Source: an optimization exercise on an open RTL-to-GDS flow (aim: small area, a short achievable clock period and few clock cycles). Production flows keep margins and buffers that such runs may drop. The RTL was checked by simulation tests, not by an equivalence proof against the original design. Power and IR drop assume default switching activity.

## job 3985
Design stack_cpu, start of the top module:
module stack_cpu (
    input  logic        clk,
    input  logic        reset,
    output logic [23:0] flash_addr,
    output logic        flash_enable,
    input  logic [7:0]  flash_data,
    input  logic        flash_ready,
    output logic [7:0]  uart_data,
    output logic        uart_send,
    input  logic        uart_busy,
    output logic        halted
);
For scale: roughly 1400 cells after synthesis, roughly 360 flip-flops.
==> flow/config.mk <==
export PLATFORM = sky130hd
export DESIGN_NAME = stack_cpu
export DESIGN_NICKNAME = stack_cpu
export VERILOG_FILES = /design/flow/design.v
export SDC_FILE = /design/flow/constraint.sdc
export NUM_CORES = 4
export LEC_CHECK = 0
export CAP_MARGIN = 20
export CORE_MARGIN = 2
export CORE_UTILIZATION = 40
export CTS_CLUSTER_DIAMETER = 150
export CTS_CLUSTER_SIZE = 25
export SLEW_MARGIN = 20
==> flow/constraint.sdc <==
create_clock -name core_clock -period 8.0 [get_ports {clk}]
set_input_delay 1.6000 -clock core_clock [delete_from_list [all_inputs] [get_ports {clk}]]
set_output_delay 1.6000 -clock core_clock [all_outputs]
set_load 0.01 [all_outputs]
standard.sh (not shown) runs the stock make flow with config.mk's settings and CLKGATE_MAP_FILE= SYNTH_SCRIPT=/design/flow/synth_recipe.tcl, a recipe that flattens the netlist after the stock synthesis.
==> flow/flow/run.sh <==
#!/bin/bash
set -euo pipefail
bash standard.sh SETUP_SLACK_MARGIN=5.15 "BUFFER_PORTS_ARGS=-buffer_cell sky130_fd_sc_hd__buf_2" finish > standard_flow.log 2>&1
Job 3985: all stages complete, timing, DRC and antenna checks passed
Testbench counts of job 3985, summed over its fixed seeds: cycles 321,388.
Setup changes, job 3985 to job 1043
==> flow/flow/run.sh <==
#!/bin/bash
set -euo pipefail
bash standard.sh SETUP_SLACK_MARGIN=5.4 "BUFFER_PORTS_ARGS=-buffer_cell sky130_fd_sc_hd__buf_2" finish > standard_flow.log 2>&1
--- outcome ---
Summary — maximum clock frequency, job 1043 relative to job 3985: higher, by 8.5%.
Compared with job 3985, in job 1043 combinational gate power up about 18%, cell area after layout up 710 sq um, number of ordinary and repair buffers in the finished layout up 45.
Taking job 3985 as the reference point, the final-layout clock buffer total of job 1043 rises by 1.
Job 1043 reports its category of the most critical setup path as flop to output port while job 3985 reports input port to flop.
Job 1043 vs. job 3985: clock period minus final worst setup slack went down by 0.22 ns.
Sum of internal, switching and leakage power ends up lower on job 3985.
Looking only at sequential share of layout area, and setting everything else aside, the higher value of job 3985 and job 1043 goes to job 3985.
Compared to job 3985, the routing of job 1043 uses more wire.
Changes observed in job 1043 relative to job 3985: largest fanout on the critical path lost 8; cell leakage power picked up an extra 5.2%.
Relative to job 1043, the following input files were edited for job 4726:
==> flow/flow/run.sh <==
#!/bin/bash
set -euo pipefail
bash standard.sh SETUP_SLACK_MARGIN=5.3 "BUFFER_PORTS_ARGS=-buffer_cell sky130_fd_sc_hd__buf_2" finish > standard_flow.log 2>&1
Notes after the runs:
- Cell total after placement of job 4726 is on par with job 1043.
- Job 4726 -> job 1043: sequential power flat
- Job 4726 against job 1043: clock insertion delay at the later pin of the skew report flat; non-filler instance count after layout down about 1.6%.
- On final weighted congestion of routability-driven global placement: between job 4726 and job 1043, it ends up higher for job 4726.
- In the reports for job 4726 and job 1043, the larger utilization belongs to job 1043.

## v26
stack_cpu, a different RTL version from the one above (not shown whole).
Size in the first run: ~1,400 cells after synthesis, about 360 flip-flops, about 47 I/O pins, roughly 0.016 sq mm of cells after synthesis.
==> flow/config.mk <==
export PLATFORM = sky130hd
export DESIGN_NAME = stack_cpu
export DESIGN_NICKNAME = stack_cpu
export VERILOG_FILES = /design/flow/design.v
export SDC_FILE = /design/flow/constraint.sdc
export NUM_CORES = 4
export LEC_CHECK = 0
export CAP_MARGIN = 20
export CORE_MARGIN = 2
export CORE_UTILIZATION = 40
export CTS_CLUSTER_DIAMETER = 150
export CTS_CLUSTER_SIZE = 25
export SLEW_MARGIN = 20
==> flow/constraint.sdc <==
create_clock -name core_clock -period 8.0 [get_ports {clk}]
set_input_delay 1.6000 -clock core_clock [delete_from_list [all_inputs] [get_ports {clk}]]
set_output_delay 1.6000 -clock core_clock [all_outputs]
set_load 0.01 [all_outputs]
==> flow/flow/run.sh <==
#!/bin/bash
set -euo pipefail
bash standard.sh SETUP_SLACK_MARGIN=5.4 "BUFFER_PORTS_ARGS=-buffer_cell sky130_fd_sc_hd__buf_2" finish > standard_flow.log 2>&1
Testbench counts of v26, summed over its fixed seeds: cycles 320,946.
Input changes introduced in v41 (baseline for comparison: v26):
Settings: setting SETUP_SLACK_MARGIN to 5 for the first time.
==> flow/run.sh (new file) <==
#!/bin/bash
# synth_recipe.tcl (not shown) runs the flow's synth.tcl, then flattens the netlist and writes it again
# the make line also repeats each setting of config.mk as NAME=value (left out here)
make -C /OpenROAD-flow-scripts/flow DESIGN_CONFIG=/design/flow/config.mk WORK_HOME=/design/flow/orfs CLKGATE_MAP_FILE= SYNTH_SCRIPT=/design/flow/synth_recipe.tcl finish
removed: flow/flow/run.sh
removed: flow/standard.sh
### Flow results
The run showing the greater wire length is v26. [v41] count of placed standard cells in the final layout, fillers left out fell about 2.6% relative to v26. Changes observed in v41 relative to v26: combinational cell fraction of total power shrank by 0.3 points, global-route usage shrank by 0.20 points, proportion of layout cells with a drive suffix above 1 shrank by 9.4 points, worst-case vdd ir drop shrank by 0.020 mV.
Setup changes, v41 to v54
Settings: SETUP_SLACK_MARGIN: 5 -> unset.
==> flow/flow/run.sh (new file) <==
#!/bin/bash
set -euo pipefail
bash standard.sh SETUP_SLACK_MARGIN=5.3 "BUFFER_PORTS_ARGS=-buffer_cell sky130_fd_sc_hd__buf_2" finish > standard_flow.log 2>&1
==> flow/standard.sh (new file) <==
#!/bin/bash
# synth_recipe.tcl (not shown) runs the flow's synth.tcl, then flattens the netlist and writes it again
# the make line also repeats each setting of config.mk as NAME=value (left out here)
make -C /OpenROAD-flow-scripts/flow DESIGN_CONFIG=/design/flow/config.mk WORK_HOME=/design/flow/orfs CLKGATE_MAP_FILE= SYNTH_SCRIPT=/design/flow/synth_recipe.tcl "${@:-finish}"
removed: flow/run.sh
Results
On utilization, v54 tracks v41 almost exactly.
Lower proportion of power drawn by flip-flops and latches was reported by v41, not v54.
On clock share of power, v54 and v41 are neck and neck.
Diff v41 -> v54: maximum frequency picked up an extra 23 MHz, multi-input logic area went up, multi-input combinational area share saw an increase, critical path depth ~0 delta.
Non-clock buffer count (higher): v54
Reported for v54 and v41, number of sequential cells in the layout turned out identical to the last digit.
Input-level comparison between v19 and v54:
==> flow/flow/run.sh <==
#!/bin/bash
set -euo pipefail
bash standard.sh SETUP_SLACK_MARGIN=5.35 "BUFFER_PORTS_ARGS=-buffer_cell sky130_fd_sc_hd__buf_2" finish > standard_flow.log 2>&1
==> comparison <==
- v19 and v54 ended up with roughly the same flip-flop and latch count.
- Proportion of total power due to net switching (lower): v54
- As far as count of antenna diodes in the layout is concerned, v54 and v19 perform about the same.
- Via total after detailed routing: v19 and v54 compared, lower one is v54
- Higher fraction of standard cell area in multi-input logic was reported by v54, not v19.
- Between v19 and v54, the difference in cell area after placement is negligible.
- On final period demand of the worst path, v54 beats v19.
- Changes observed in v19 relative to v54: sequential cell area share decreased by 1.3 points relative to the old numbers; combined flip-flop and latch cell area increased by 0.33% relative to the old numbers.

==> static timing again, ports no longer ideal <==
In the flow no input, the clock included, has a driving cell. The finished layouts below were timed again as built, in two steps.
Step 1, drivers: a clkbuf_16 drives clk and a buf_2 each remaining input, both assumed.
Step 2, shift: input delay + t, output delay - t, t = (earliest + latest rising clock arrival at the registers) / 2. This alone moves slack from input paths to output paths.
a / b / c = ideal ports / drivers / drivers and shift; a / b = the first two.
| run | t (ns) | setup slack, ns | worst setup path after step 2 | clock arrival spread, ns | worst register clock-pin slew, ns |
|---|---|---|---|---|---|
| job 3985 | 0.570 | 5.130 / 5.161 / 4.591 | input to register | 0.044 / 0.044 | 0.11 / 0.11 |
| job 1043 | 0.575 | 5.354 / 5.302 / 4.863 | input to register | 0.029 / 0.029 | 0.11 / 0.11 |
| job 4726 | 0.568 | 5.323 / 5.270 / 4.799 | input to register | 0.046 / 0.046 | 0.11 / 0.11 |
| v26 | 0.578 | 5.332 / 5.280 / 4.968 | input to register | 0.046 / 0.046 | 0.11 / 0.11 |
| v41 | 0.577 | 5.172 / 5.117 / 4.670 | input to register | 0.042 / 0.042 | 0.11 / 0.11 |
| v54 | 0.575 | 5.342 / 5.289 / 4.876 | input to register | 0.034 / 0.035 | 0.11 / 0.11 |
| v19 | 0.576 | 5.310 / 5.285 / 4.881 | input to register | 0.047 / 0.047 | 0.11 / 0.11 |
After both steps setup and hold are still met in every run listed. The setup slack of job 3985, which loses most, moves by +0.031 ns with the drivers and by -0.539 ns with both steps.
